This design comes from an exercise in tuning for small area, a short achievable clock period and few clock cycles per item on the open sky130 flow, not from production work. The RTL was checked by simulation tests, not by an equivalence proof against the original design.

==> inputs of trial 75 <==
==> flow/design.v <==
module fft8_engine (
  input  logic        clk,
  input  logic        rst,
  input  logic        cmd_valid,
  input  logic [1:0]  cmd_op,
  input  logic [3:0]  cmd_sel,
  input  logic [31:0] cmd_data,
  output logic        cmd_ready,
  output logic        busy,
  output logic        done,
  output logic [31:0] result,
  output logic        result_valid
);
  localparam logic [1:0] OP_LOAD   = 2'd0;
  localparam logic [1:0] OP_EXPORT = 2'd2;
  localparam logic [1:0] TW_0 = 2'd0;    
  localparam logic [1:0] TW_2 = 2'd1;    
  localparam logic [1:0] TW_1 = 2'd2;    
  localparam logic [1:0] TW_3 = 2'd3;    
  localparam int SB = 0;     
  localparam int SX = 1;     
  localparam int ST = 2;     
  logic [15:0] xr [8];
  logic [15:0] xi [8];
  logic        r_ready;
  logic        r_busy;
  logic        r_done;
  logic        r_rv;
  logic [15:0] r_result;
  logic [3:0]  r_nst;
  logic        r_lbv;
  logic [2:0]  r_lbi;
  logic [31:0] r_lbd;
  logic [7:0]  q_v;
  logic        q_ex [8];
  logic [3:0]  q_f  [8];
  logic        r_act;
  logic [1:0]  r_st;
  logic [2:0]  r_k;
  logic        r_inv;
  logic [7:0]  r_finr;      
  logic [7:0]  r_fini;      
  logic [7:0]  c_sa, c_sb, c_wr, c_wi;
  logic [2:0]  c_pr, c_pi;
  logic        c_sr, c_si, c_nr, c_ni;
  logic        c_ldx;       
  logic [16:0] r_u;
  logic [16:0] r_t;
  logic        r_z;
  function automatic logic par3(input logic [2:0] k);
    par3 = ^k;
  endfunction
  function automatic logic [2:0] lastk(input logic [1:0] s);
    lastk = (s == 2'd3) ? 3'd5 : 3'd3;
  endfunction
  function automatic logic [9:0] bfly(input logic [1:0] s, input logic [2:0] k);
    logic [2:0] t, b;
    logic [1:0] w;
    logic       er, ei;
    t = 3'd0; b = 3'd0; w = TW_0; er = 1'b1; ei = 1'b1;
    case (s)
      2'd1: begin t = {k[1:0], 1'b0}; b = {k[1:0], 1'b1}; end
      2'd2: case (k[1:0])
              2'd0: begin t = 3'd5; b = 3'd7; w = TW_2; end
              2'd1: begin t = 3'd0; b = 3'd2; end
              2'd2: begin t = 3'd1; b = 3'd3; w = TW_2; end
              default: begin t = 3'd4; b = 3'd6; end
            endcase
      default: case (k)
              3'd0: begin t = 3'd0; b = 3'd4; end
              3'd1: begin t = 3'd2; b = 3'd6; w = TW_2; end
              3'd2: begin t = 3'd1; b = 3'd5; w = TW_1; ei = 1'b0; end
              3'd3: begin t = 3'd1; b = 3'd5; w = TW_1; er = 1'b0; end
              3'd4: begin t = 3'd3; b = 3'd7; w = TW_3; ei = 1'b0; end
              default: begin t = 3'd3; b = 3'd7; w = TW_3; er = 1'b0; end
            endcase
    endcase
    bfly = {ei, er, w, b, t};
  endfunction
  function automatic logic [2:0] wstep(input logic [1:0] s, input logic im, input logic [2:0] j);
    case (s)
      2'd1: wstep = {1'b0, j[2:1]};
      2'd2: case (j)
              3'd5, 3'd7: wstep = 3'd0;
              3'd0, 3'd2: wstep = 3'd1;
              3'd1, 3'd3: wstep = 3'd2;
              default:    wstep = 3'd3;
            endcase
      default: case (j[1:0])
              2'd0:    wstep = 3'd0;
              2'd2:    wstep = 3'd1;
              2'd1:    wstep = {2'b01, im};
              default: wstep = {2'b10, im};
            endcase
    endcase
  endfunction
  logic       h_v, h_ex;
  logic [3:0] h_f;
  assign h_v  = q_v[0];
  assign h_ex = q_ex[0];
  assign h_f  = q_f[0];
  logic last, free;
  assign last = r_act & (r_k == lastk(r_st));
  assign free = !r_act | last;
  logic xq, nq, sq, pop;
  assign xq  = h_v & h_ex & (h_f[3] ? r_fini[h_f[2:0]] : r_finr[h_f[2:0]]);
  assign nq  = h_v & !h_ex & (h_f[1:0] == 2'd0) & !r_act;
  assign sq  = h_v & !h_ex & (h_f[1:0] != 2'd0) & free;
  assign pop = xq | nq | sq;
  logic       act_s, inv_s;
  logic [1:0] st_s;
  logic [2:0] k_s;
  assign act_s = sq | (r_act & !last);
  assign st_s  = sq ? h_f[1:0] : r_st;
  assign k_s   = sq ? 3'd0 : r_k + 3'd1;
  assign inv_s = sq ? h_f[3] : r_inv;
  logic [8:0] qv9;       
  logic [8:0] qvm;       
  assign qv9 = {1'b0, q_v};
  assign qvm = {q_v, 1'b1};
  logic [7:0] blk, blk_p, blk_s;
  always_comb begin
    blk_s = {8{act_s}};
    blk_p = {8{act_s}};
    if (q_v[0] && !q_ex[0]) blk_s = 8'hff;
    if (q_v[1] && !q_ex[1]) blk_p = 8'hff;
    for (int i = 1; i < 8; i++) begin
      if (q_v[i]) begin
        if (!q_ex[i]) blk_s = 8'hff;
        else blk_s[q_f[i][2:0]] = 1'b1;
      end
      if (i < 7 && qv9[i + 1]) begin
        if (!q_ex[i + 1]) blk_p = 8'hff;
        else blk_p[q_f[i + 1][2:0]] = 1'b1;
      end
    end
    blk = pop ? blk_p : blk_s;
  end
  logic       acc, acc_ld, acc_st, byp, push;
  logic [1:0] in_code;
  logic [2:0] in_idx;
  assign acc     = cmd_valid & r_ready;
  assign acc_ld  = acc & (cmd_op == OP_LOAD);
  assign acc_st  = acc & cmd_op[0];
  assign in_code = (cmd_sel[3:2] == 2'b00) ? cmd_sel[1:0] : 2'b00;
  assign in_idx  = {cmd_sel[0], cmd_sel[1], cmd_sel[2]};
  assign byp     = acc_st & !q_v[0] & free & (in_code != 2'd0);
  assign push    = acc & (cmd_op != OP_LOAD) & !byp;
  logic       lbv_n, ldx_n;
  logic [2:0] lbi_n;
  assign lbv_n = acc_ld | (r_lbv & !c_ldx);
  assign lbi_n = acc_ld ? in_idx : r_lbi;
  assign ldx_n = lbv_n & !blk[lbi_n];
  logic space_n;
  assign space_n = pop ? !(push & q_v[7]) : !(q_v[7] | (push & q_v[6]));
  logic       act_n;
  logic [1:0] st_n;
  logic [2:0] k_n;
  logic       inv_n;
  assign act_n = act_s | byp;
  assign st_n  = byp ? in_code : st_s;
  assign k_n   = byp ? 3'd0 : k_s;
  assign inv_n = byp ? cmd_op[1] : inv_s;
  function automatic logic [45:0] bctl(input logic [1:0] s, input logic [2:0] k,
                                       input logic inv);
    logic [9:0] bf;
    logic [2:0] t, b;
    logic [7:0] sa, sb, wr, wi;
    logic [2:0] pr, pi;
    logic       sr, si, nr, ni;
    bf = bfly(s, k);
    t  = bf[2:0];
    b  = bf[5:3];
    sa = 8'd0; sb = 8'd0; wr = 8'd0; wi = 8'd0; pr = 3'd0; pi = 3'd0;
    sr = 1'b0; si = 1'b0; nr = 1'b0; ni = 1'b0;
    sa[t] = 1'b1;
    sb[b] = 1'b1;
    if (bf[8]) begin wr[t] = 1'b1; wr[b] = 1'b1; end
    if (bf[9]) begin wi[t] = 1'b1; wi[b] = 1'b1; end
    case (bf[7:6])
      TW_0: begin pr[SB] = 1'b1; pi[SB] = 1'b1; end
      TW_2: begin pr[SX] = 1'b1; pi[SX] = 1'b1; sr = inv; si = !inv; end
      TW_1: begin
        pr[ST] = 1'b1; pi[ST] = 1'b1; nr = inv;
      end
      default: begin
        pr[ST] = 1'b1; pi[ST] = 1'b1; nr = inv; ni = 1'b1;
      end
    endcase
    sr = sr ^ nr ^ par3(t);
    si = si ^ ni ^ par3(t);
    bctl = {sr, si, nr, ni, pi, pr, wi, wr, sb, sa};
  endfunction
  logic [45:0] ctl_n;
  assign ctl_n = byp   ? bctl(in_code, 3'd0, cmd_op[1]) :
                 act_s ? bctl(st_s, k_s, inv_s) : 46'd0;
  logic [7:0] finr_n, fini_n;
  always_comb begin
    for (int j = 0; j < 8; j++) begin
      finr_n[j] = !byp && (!act_s || (wstep(st_s, 1'b0, 3'(j)) < k_s));
      fini_n[j] = !byp && (!act_s || (wstep(st_s, 1'b1, 3'(j)) < k_s));
    end
  end
  logic [15:0] ar, ai, br, bi;
  always_comb begin
    ar = 16'd0; ai = 16'd0; br = 16'd0; bi = 16'd0;
    for (int j = 0; j < 8; j++) begin
      ar = ar | (xr[j] & {16{c_sa[j]}});
      ai = ai | (xi[j] & {16{c_sa[j]}});
      br = br | (xr[j] & {16{c_sb[j]}});
      bi = bi | (xi[j] & {16{c_sb[j]}});
    end
  end
  logic [16:0] pr, pi;
  assign pr = ({br[15], br} & {17{c_pr[SB]}}) | ({bi[15], bi} & {17{c_pr[SX]}}) |
              (r_t & {17{c_pr[ST]}}) | ({r_lbd[31:16], 1'b0} & {17{c_ldx}});
  assign pi = ({bi[15], bi} & {17{c_pi[SB]}}) | ({br[15], br} & {17{c_pi[SX]}}) |
              (r_t & {17{c_pi[ST]}}) | ({r_lbd[15:0], 1'b0} & {17{c_ldx}});
  logic csr, csi;
  assign csr = c_nr & r_z;
  assign csi = c_ni & r_z;
  logic [17:0] s_r, d_r, s_i, d_i;
  assign s_r = {ar[15], ar, 1'b1} + {pr, csr};
  assign d_r = {ar[15], ar, 1'b1} + {~pr, !csr};
  assign s_i = {ai[15], ai, 1'b1} + {pi, csi};
  assign d_i = {ai[15], ai, 1'b1} + {~pi, !csi};
  logic        xsr, xsi;
  logic [15:0] er, ei, or_, oi;
  assign xsr = c_ldx ? par3(r_lbi) : c_sr;
  assign xsi = c_ldx ? par3(r_lbi) : c_si;
  assign er  = xsr ? d_r[17:2] : s_r[17:2];
  assign or_ = xsr ? s_r[17:2] : d_r[17:2];
  assign ei  = xsi ? d_i[17:2] : s_i[17:2];
  assign oi  = xsi ? s_i[17:2] : d_i[17:2];
  logic [7:0] wer, wei;
  always_comb begin
    for (int j = 0; j < 8; j++) begin
      wer[j] = c_wr[j] | (c_ldx && r_lbi == 3'(j));
      wei[j] = c_wi[j] | (c_ldx && r_lbi == 3'(j));
    end
  end
  always_ff @(posedge clk) begin
    for (int j = 0; j < 8; j++) begin
      if (wer[j]) xr[j] <= par3(3'(j)) ? or_ : er;
      if (wei[j]) xi[j] <= par3(3'(j)) ? oi  : ei;
    end
  end
  logic        m7, msub;
  logic [15:0] mr, mi;
  assign m7   = r_k[1];
  assign msub = r_inv ^ r_k[0] ^ r_k[1];
  assign mr   = m7 ? xr[7] : xr[5];
  assign mi   = m7 ? xi[7] : xi[5];
  localparam logic [30:0] MOFF = 31'(-((64'd1 << 29) + (64'd1 << 27) + (64'd1 << 26) +
                                       (64'd1 << 24) + (64'd1 << 22) + (64'd1 << 16)));
  function automatic logic [61:0] csa(input logic [30:0] x, input logic [30:0] y,
                                      input logic [30:0] z);
    csa = {((x & y) | (x & z) | (y & z)) << 1, x ^ y ^ z};
  endfunction
  logic [16:0] up;
  logic [30:0] m0, m1, m2, m3, m4, m5, mp;
  logic [61:0] l1a, l1b, l2a, l2b, l3;
  assign up  = {~r_u[16], r_u[15:0]};
  assign m0  = {14'd0, up} << 13;
  assign m1  = {14'd0, up} << 11;
  assign m2  = {14'd0, up} << 10;
  assign m3  = {14'd0, up} << 8;
  assign m4  = {14'd0, up} << 6;
  assign m5  = {14'd0, up};
  assign l1a = csa(m0, m1, m2);
  assign l1b = csa(m3, m4, m5);
  assign l2a = csa(l1a[30:0], l1a[61:31], l1b[30:0]);
  assign l2b = csa(l2a[30:0], l2a[61:31], l1b[61:31]);
  assign l3  = csa(l2b[30:0], l2b[61:31], MOFF);
  assign mp  = l3[30:0] + l3[61:31];
  always_ff @(posedge clk) begin
    r_u <= {mi[15], mi} + ({mr[15], mr} ^ {17{msub}}) + {16'd0, msub};
    r_t <= mp[30:14];
    r_z <= |mp[13:0];
  end
  always_ff @(posedge clk) begin
    for (int i = 0; i < 8; i++) begin
      if (pop) begin
        if (push && q_v[i] && !qv9[i + 1]) begin
          q_ex[i] <= (cmd_op == OP_EXPORT);
          q_f[i]  <= (cmd_op == OP_EXPORT) ? cmd_sel : {cmd_op[1], 1'b0, in_code};
        end else if (i < 7) begin
          q_ex[i] <= q_ex[i + 1];
          q_f[i]  <= q_f[i + 1];
        end
      end else if (push && !q_v[i] && qvm[i]) begin
        q_ex[i] <= (cmd_op == OP_EXPORT);
        q_f[i]  <= (cmd_op == OP_EXPORT) ? cmd_sel : {cmd_op[1], 1'b0, in_code};
      end
    end
    if (acc_ld) begin
      r_lbi <= in_idx;
      r_lbd <= cmd_data;
    end
    r_st     <= st_n;
    r_k      <= k_n;
    r_inv    <= inv_n;
    r_result <= h_f[3] ? xi[h_f[2:0]] : xr[h_f[2:0]];
  end
  always_ff @(posedge clk or posedge rst) begin
    if (rst) begin
      r_ready <= 1'b1;
      r_busy  <= 1'b0;
      r_done  <= 1'b0;
      r_rv    <= 1'b0;
      r_nst   <= 4'd0;
      r_lbv   <= 1'b0;
      q_v     <= 8'd0;
      r_act   <= 1'b0;
      r_finr  <= 8'hff;
      r_fini  <= 8'hff;
      c_ldx   <= 1'b0;
      c_sa    <= 8'd0;
      c_sb    <= 8'd0;
      c_wr    <= 8'hff;
      c_wi    <= 8'hff;
      c_pr    <= 3'd0;
      c_pi    <= 3'd0;
      c_sr    <= 1'b0;
      c_si    <= 1'b0;
      c_nr    <= 1'b0;
      c_ni    <= 1'b0;
    end else begin
      r_lbv   <= lbv_n;
      for (int i = 0; i < 8; i++)
        q_v[i] <= pop ? (qv9[i + 1] | (push & q_v[i])) : (q_v[i] | (push & qvm[i]));
      r_act   <= act_n;
      r_finr  <= finr_n;
      r_fini  <= fini_n;
      c_ldx   <= ldx_n;
      r_rv    <= xq;
      r_done  <= last | nq;
      r_nst   <= r_nst + {3'd0, acc_st} - {3'd0, r_done};
      r_busy  <= acc_st | (r_nst > 4'd1) | (r_nst == 4'd1 && !r_done);
      r_ready <= space_n & !(lbv_n & !ldx_n);
      if (act_n) {c_sr, c_si, c_nr, c_ni, c_pi, c_pr, c_wi, c_wr, c_sb, c_sa} <= ctl_n;
      else       {c_sr, c_si, c_nr, c_ni, c_pi, c_pr, c_wi, c_wr, c_sb, c_sa} <= 46'd0;
    end
  end
  assign cmd_ready    = r_ready;
  assign busy         = r_busy;
  assign done         = r_done;
  assign result       = {{16{r_result[15]}}, r_result};
  assign result_valid = r_rv;
endmodule
==> flow/run.sh <==
#!/bin/bash
# synth_recipe.tcl (not shown) runs the flow's synth.tcl, then flattens the netlist and writes it again
# the make line also repeats each setting of config.mk as NAME=value (left out here)
make -C /OpenROAD-flow-scripts/flow DESIGN_CONFIG=/design/flow/config.mk WORK_HOME=/design/flow/orfs CLKGATE_MAP_FILE= SYNTH_SCRIPT=/design/flow/synth_recipe.tcl finish
==> flow/config.mk <==
export PLATFORM = sky130hd
export DESIGN_NAME = fft8_engine
export DESIGN_NICKNAME = fft8_engine
export VERILOG_FILES = /design/flow/design.v
export SDC_FILE = /design/flow/constraint.sdc
export NUM_CORES = 4
export LEC_CHECK = 0
export CAP_MARGIN = 20
export CORE_MARGIN = 2
export CORE_UTILIZATION = 40
export SLEW_MARGIN = 20
==> flow/constraint.sdc <==
create_clock -name core_clock -period 12.0 [get_ports {clk}]
set_input_delay 2.4000 -clock core_clock [delete_from_list [all_inputs] [get_ports {clk}]]
set_output_delay 2.4000 -clock core_clock [all_outputs]
set_load 0.01 [all_outputs]
==> trial 98 (differences from trial 75) <==
--- a/flow/design.v
+++ b/flow/design.v
@@ -40,2 +40,3 @@
   logic        r_inv;
+  logic        r_last;      
   logic [7:0]  r_finr;      
@@ -102,4 +103,4 @@
   logic last, free;
-  assign last = r_act & (r_k == lastk(r_st));
-  assign free = !r_act | last;
+  assign last = r_act & r_last;
+  assign free = !r_act | r_last;
   logic xq, nq, sq, pop;
@@ -109,9 +110,5 @@
   assign pop = xq | nq | sq;
-  logic       act_s, inv_s;
-  logic [1:0] st_s;
-  logic [2:0] k_s;
-  assign act_s = sq | (r_act & !last);
-  assign st_s  = sq ? h_f[1:0] : r_st;
-  assign k_s   = sq ? 3'd0 : r_k + 3'd1;
-  assign inv_s = sq ? h_f[3] : r_inv;
+  logic       act_s, cont;
+  assign cont  = r_act & !r_last;
+  assign act_s = sq | cont;
   logic [8:0] qv9;       
@@ -148,17 +145,18 @@
   assign push    = acc & (cmd_op != OP_LOAD) & !byp;
-  logic       lbv_n, ldx_n;
-  logic [2:0] lbi_n;
-  assign lbv_n = acc_ld | (r_lbv & !c_ldx);
-  assign lbi_n = acc_ld ? in_idx : r_lbi;
-  assign ldx_n = lbv_n & !blk[lbi_n];
+  logic lbw, lbv_n, ldx_n;
+  assign lbw   = r_lbv & !c_ldx;
+  assign lbv_n = acc_ld | lbw;
+  assign ldx_n = acc_ld ? !blk[in_idx] : (lbw & !blk[r_lbi]);
   logic space_n;
-  assign space_n = pop ? !(push & q_v[7]) : !(q_v[7] | (push & q_v[6]));
-  logic       act_n;
+  logic acc_q;
+  assign acc_q   = acc & (cmd_op != OP_LOAD);
+  assign space_n = pop ? !(acc_q & q_v[7]) : !(q_v[7] | (acc_q & q_v[6]));
+  logic       act_n, inv_n, last_n;
   logic [1:0] st_n;
   logic [2:0] k_n;
-  logic       inv_n;
-  assign act_n = act_s | byp;
-  assign st_n  = byp ? in_code : st_s;
-  assign k_n   = byp ? 3'd0 : k_s;
-  assign inv_n = byp ? cmd_op[1] : inv_s;
+  assign act_n  = act_s | byp;
+  assign st_n   = byp ? in_code : sq ? h_f[1:0] : r_st;
+  assign k_n    = (byp | sq) ? 3'd0 : r_k + 3'd1;
+  assign inv_n  = byp ? cmd_op[1] : sq ? h_f[3] : r_inv;
+  assign last_n = cont & (r_k + 3'd1 == lastk(r_st));
   function automatic logic [45:0] bctl(input logic [1:0] s, input logic [2:0] k,
@@ -194,10 +192,13 @@
   logic [45:0] ctl_n;
-  assign ctl_n = byp   ? bctl(in_code, 3'd0, cmd_op[1]) :
-                 act_s ? bctl(st_s, k_s, inv_s) : 46'd0;
-  logic [7:0] finr_n, fini_n;
+  assign ctl_n = byp  ? bctl(in_code, 3'd0, cmd_op[1]) :
+                 sq   ? bctl(h_f[1:0], 3'd0, h_f[3]) :
+                 cont ? bctl(r_st, r_k + 3'd1, r_inv) : 46'd0;
+  logic [7:0] finr_c, fini_c, finr_n, fini_n;
   always_comb begin
     for (int j = 0; j < 8; j++) begin
-      finr_n[j] = !byp && (!act_s || (wstep(st_s, 1'b0, 3'(j)) < k_s));
-      fini_n[j] = !byp && (!act_s || (wstep(st_s, 1'b1, 3'(j)) < k_s));
+      finr_c[j] = wstep(r_st, 1'b0, 3'(j)) <= r_k;
+      fini_c[j] = wstep(r_st, 1'b1, 3'(j)) <= r_k;
     end
+    finr_n = (byp | sq) ? 8'd0 : cont ? finr_c : 8'hff;
+    fini_n = (byp | sq) ? 8'd0 : cont ? fini_c : 8'hff;
   end
@@ -282,16 +283,11 @@
     for (int i = 0; i < 8; i++) begin
-      if (pop) begin
-        if (push && q_v[i] && !qv9[i + 1]) begin
-          q_ex[i] <= (cmd_op == OP_EXPORT);
-          q_f[i]  <= (cmd_op == OP_EXPORT) ? cmd_sel : {cmd_op[1], 1'b0, in_code};
-        end else if (i < 7) begin
-          q_ex[i] <= q_ex[i + 1];
-          q_f[i]  <= q_f[i + 1];
-        end
-      end else if (push && !q_v[i] && qvm[i]) begin
+      if (pop ? (q_v[i] && !qv9[i + 1]) : (!q_v[i] && qvm[i])) begin
         q_ex[i] <= (cmd_op == OP_EXPORT);
         q_f[i]  <= (cmd_op == OP_EXPORT) ? cmd_sel : {cmd_op[1], 1'b0, in_code};
+      end else if (pop && i < 7) begin
+        q_ex[i] <= q_ex[i + 1];
+        q_f[i]  <= q_f[i + 1];
       end
     end
-    if (acc_ld) begin
+    if (!lbw) begin
       r_lbi <= in_idx;
@@ -302,2 +298,3 @@
     r_inv    <= inv_n;
+    r_last   <= last_n;
     r_result <= h_f[3] ? xi[h_f[2:0]] : xr[h_f[2:0]];
@@ -339,5 +336,4 @@
       r_busy  <= acc_st | (r_nst > 4'd1) | (r_nst == 4'd1 && !r_done);
-      r_ready <= space_n & !(lbv_n & !ldx_n);
-      if (act_n) {c_sr, c_si, c_nr, c_ni, c_pi, c_pr, c_wi, c_wr, c_sb, c_sa} <= ctl_n;
-      else       {c_sr, c_si, c_nr, c_ni, c_pi, c_pr, c_wi, c_wr, c_sb, c_sa} <= 46'd0;
+      r_ready <= space_n & !(acc_ld & blk[in_idx]) & !(lbw & blk[r_lbi]);
+      {c_sr, c_si, c_nr, c_ni, c_pi, c_pr, c_wi, c_wr, c_sb, c_sa} <= ctl_n;
     end
==> flow/flow/run.sh (new file) <==
#!/bin/bash
# The standard ORFS layout, with its setup repair aimed below the clock period
# (repair_timing's -setup_margin), so that it also works on paths that already meet it.
set -euo pipefail
bash standard.sh SETUP_SLACK_MARGIN=9 finish > standard_flow.log 2>&1
==> flow/standard.sh (new file) <==
#!/bin/bash
# synth_recipe.tcl (not shown) runs the flow's synth.tcl, then flattens the netlist and writes it again
# the make line also repeats each setting of config.mk as NAME=value (left out here)
make -C /OpenROAD-flow-scripts/flow DESIGN_CONFIG=/design/flow/config.mk WORK_HOME=/design/flow/orfs CLKGATE_MAP_FILE= SYNTH_SCRIPT=/design/flow/synth_recipe.tcl "${@:-finish}"
--- a/flow/config.mk
+++ b/flow/config.mk
@@ -11 +11,2 @@
 export SLEW_MARGIN = 20
+export TNS_END_PERCENT = 5
removed: flow/run.sh
==> qor summary <==
| item | trial 98 | trial 75 |
|---|---|---|
| Run status | finished clean | finished clean |
| Sort of element at the start of the critical path | register | primary input |
| Min Clock Period, post-route | 4.46 ns | 5.49 ns |
| Worst Path Required | 12.50 ns | 12.38 ns |
| Starting utilization of the core area | 40.2% | 40.3% |
| Compound-Gate Fraction of Synth Area | 22.1% | 19.8% |
| Standard cell with the maximum stage delay on the critical path | sky130_fd_sc_hd__fa_1 | sky130_fd_sc_hd__and2_1 |
| Post-CTS sizing | 116 | 0 |
| Sequential cell area share | 36.5% | 38.4% |
| Total Die Area | 76800 µm² | 77000 µm² |
| Final sequential cell count | 459 | 458 |
| Maximum fanout along the worst path | 2 | 20 |
| Post-synth cell types | 93 | 99 |
| Synthesized area per cell | 10.4 µm² | 10.8 µm² |
| Worst setup path startpoint | r_u[9] | cmd_sel[2] |
| Non-Clock Inverter Count | 234 | 245 |
| Synth Cell Area | 29800 µm² | 29900 µm² |
| Post-synth ARST share | 15.3% | 15.3% |
| Clock latency reported for the late side of the worst-skew pair | 0.64 ns | 0.63 ns |
| RD Place Congestion | 0.951 | 0.965 |
Testbench counts of trial 75, summed over its fixed seeds: cycles 8,704, items 320.
Testbench counts of trial 98, summed over its fixed seeds: cycles 8,704, items 320.

[re-timing with driven ports]
The flow's constraints put no driver on any port. The routed layouts listed below were extracted and timed again, unchanged, in two steps. Step 1 (the two cells are an assumption about what drives the block):
set clk [get_ports {clk}]
set_driving_cell -lib_cell sky130_fd_sc_hd__clkbuf_16 $clk
set_driving_cell -lib_cell sky130_fd_sc_hd__buf_2 [delete_from_list [all_inputs] $clk]
Step 2 times the ports against the registers' clock, not the clock port: input delays grow and output delays shrink by t, the midpoint of the rising clock arrivals with the driver on. Three values: ideal ports, drivers, drivers and shift; two values: the first two.
| run | shift t [ns] | setup WS [ns] | worst setup path at the end | slew at the worst register clock pin (ns) | worst slew at a driven data input, ns |
|---|---|---|---|---|---|
| trial 75 | 0.679 | 6.512 / 6.555 / 5.875 | input to register | 0.06 / 0.06 | 0.05 |
| trial 98 | 0.685 | 7.545 / 7.545 / 7.084 | input to register | 0.06 / 0.06 | 0.05 |
After both steps every run listed still meets setup and hold. The setup slack of trial 75, which loses most, moves by +0.043 ns with the drivers and by -0.637 ns with both steps.
